From an optimization exercise on the open Yosys and OpenROAD flow, aimed at small area, a short achievable clock period and few clock cycles per item; shortcuts taken in it are not production practice.
Only simulation tests tie the RTL to the original design; equivalence was not proved.

== job 5892 ==
==> flow/design.v (excerpt) <==
module ascon_encrypt_1block
(
    input  logic              clk,
    input  logic              reset,
    input  logic              start,
    input  ascon_pkg::block_t key,
    input  ascon_pkg::block_t nonce,
    input  ascon_pkg::block_t ad,
    input  ascon_pkg::block_t pt,
    output ascon_pkg::block_t c,
    output ascon_pkg::block_t t,
    output logic              busy,
    output logic              done
);
For scale: roughly 710 flip-flops, roughly 770 I/O pins, ~0.040 mm2 of cells after synthesis.
export LEC_CHECK = 0
export CAP_MARGIN = 20
export CORE_MARGIN = 2
export CORE_UTILIZATION = 55
export CTS_CLUSTER_DIAMETER = 80
export CTS_CLUSTER_SIZE = 20
export GPL_ROUTABILITY_DRIVEN = 0
export SLEW_MARGIN = 30
export SYNTH_HIERARCHICAL = 1
export SYNTH_MINIMUM_KEEP_SIZE = 0
create_clock -name core_clock -period 8.0 [get_ports {clk}]
standard.sh (not shown) runs the stock make flow with config.mk's settings and CLKGATE_MAP_FILE= SYNTH_SCRIPT=/design/flow/synth_recipe.tcl, a recipe that flattens the netlist after the stock synthesis.
==> flow/flow/run.sh <==
#!/bin/bash
# Standard layout, with plain buf_1 cells as the port buffers instead of
# the delay buffer that buffer_ports picks by default, and timing repair
# aimed at a 2.9 ns period (the clock constraint stays at the design's).
set -euo pipefail
export BUFFER_PORTS_ARGS="-buffer_cell sky130_fd_sc_hd__buf_1"
export SETUP_SLACK_MARGIN=5.1
bash standard.sh > standard.log 2>&1
Testbench counts of job 5892, summed over its fixed seeds: cycles 10,504, items 256.
Edits applied to the flow inputs when going from job 5892 to job 1725:
==> flow/flow/run.sh <==
#!/bin/bash
# Standard layout, with plain buf_1 cells as the port buffers instead of
# the delay buffer that buffer_ports picks by default.
set -euo pipefail
export BUFFER_PORTS_ARGS="-buffer_cell sky130_fd_sc_hd__buf_1"
bash standard.sh > standard.log 2>&1
-- flow/config.mk --
<<< job 5892, line 11
export CTS_CLUSTER_DIAMETER = 80
export CTS_CLUSTER_SIZE = 20
export GPL_ROUTABILITY_DRIVEN = 0
export SLEW_MARGIN = 30
export SYNTH_HIERARCHICAL = 1
>>> job 1725, line 11
export CTS_CLUSTER_DIAMETER = 80
export CTS_CLUSTER_SIZE = 20
export SETUP_SLACK_MARGIN = 5.0
export SLEW_MARGIN = 30
export SYNTH_HIERARCHICAL = 1
Beginning of the critical path: x4[55] -> job 1725, x0n[6] -> job 5892
| area used by multi-input combinational logic | job 1725 vs job 5892 | 410 um2 lower |
In the final reports, the cell area of job 1725 is smaller than that of job 5892.
Comparing job 1725 against job 5892, there is no change at all in critical path depth.
Going from job 5892 to job 1725, routed wire length shrinks by about 1.3%.

ascon_encrypt_1block again, from the RTL that the note above started with.
==> flow/config.mk <==
export PLATFORM = sky130hd
export DESIGN_NAME = ascon_encrypt_1block
export DESIGN_NICKNAME = ascon_encrypt_1block
export VERILOG_FILES = /design/flow/design.v
export SDC_FILE = /design/flow/constraint.sdc
export NUM_CORES = 4
export LEC_CHECK = 0
export CAP_MARGIN = 20
export CORE_MARGIN = 2
export CORE_UTILIZATION = 55
export CTS_CLUSTER_DIAMETER = 80
export CTS_CLUSTER_SIZE = 20
export PLACE_DENSITY = 0.75
export SETUP_SLACK_MARGIN = 5.0
export SLEW_MARGIN = 30
export SYNTH_HIERARCHICAL = 1
export SYNTH_MINIMUM_KEEP_SIZE = 0
==> flow/constraint.sdc <==
create_clock -name core_clock -period 8.0 [get_ports {clk}]
set_input_delay 1.6000 -clock core_clock [delete_from_list [all_inputs] [get_ports {clk}]]
set_output_delay 1.6000 -clock core_clock [all_outputs]
set_load 0.01 [all_outputs]
==> flow/flow/run.sh <==
#!/bin/bash
# Standard layout, with plain buf_1 cells as the port buffers instead of
# the delay buffer that buffer_ports picks by default.
set -euo pipefail
export BUFFER_PORTS_ARGS="-buffer_cell sky130_fd_sc_hd__buf_1"
bash standard.sh > standard.log 2>&1
Testbench counts at the start, summed over its fixed seeds: cycles 10,504, items 256.
Next try:
==> flow/flow/run.sh (replaced) <==
#!/bin/bash
# Standard layout, with plain buf_1 cells as the port buffers instead of
# the delay buffer that buffer_ports picks by default, and timing repair
# aimed at a 2.9 ns period (the clock constraint stays at the design's).
set -euo pipefail
export BUFFER_PORTS_ARGS="-buffer_cell sky130_fd_sc_hd__buf_1"
export SETUP_SLACK_MARGIN=5.1
bash standard.sh > standard.log 2>&1
PLACE_DENSITY = default   (was 0.75)
SETUP_SLACK_MARGIN = default   (was 5.0)
Effect: Worst setup slack improves by 130 ps; routed wire length barely changes; area after synthesis stays the same; global-route usage climbs by 0.30 points; fmax climbs by about 4.4%; utilization climbs by 0.53 points; cell area climbs by about 0.8%; die area stays the same; register-to-register slack improves by 130 ps; via count drops by 1.8%.

==> afterwards: timing with drivers on the ports <==
Ports are ideal in the flow. The routed layouts listed here were re-timed in OpenROAD.
Step 1: set_driving_cell puts a clkbuf_16 on clk and a buf_2 on each other input, an assumption about the parent block.
Step 2 moves the port delays by t, midway between the first and last clock arrival at a register: inputs arrive t later, outputs are due t later. That takes back most of the time a late clock gives input paths.
a / b / c = ideal ports / drivers / drivers and shift; a / b = the first two.
run	t (ns)	setup slack, ns	worst setup path at the end
job 5892	0.681	4.964 / 4.964 / 4.786	input to register
job 1725	0.698	4.953 / 4.920 / 4.761	input to register
the first run of note 2	0.689	4.888 / 4.888 / 4.710	input to register
the second run of note 2	0.697	5.019 / 5.019 / 4.783	input to register
After both steps every run listed still meets setup and hold. For the second run of note 2, which loses most, drivers alone change the setup slack by 0.000 ns; drivers and shift together by -0.236 ns.
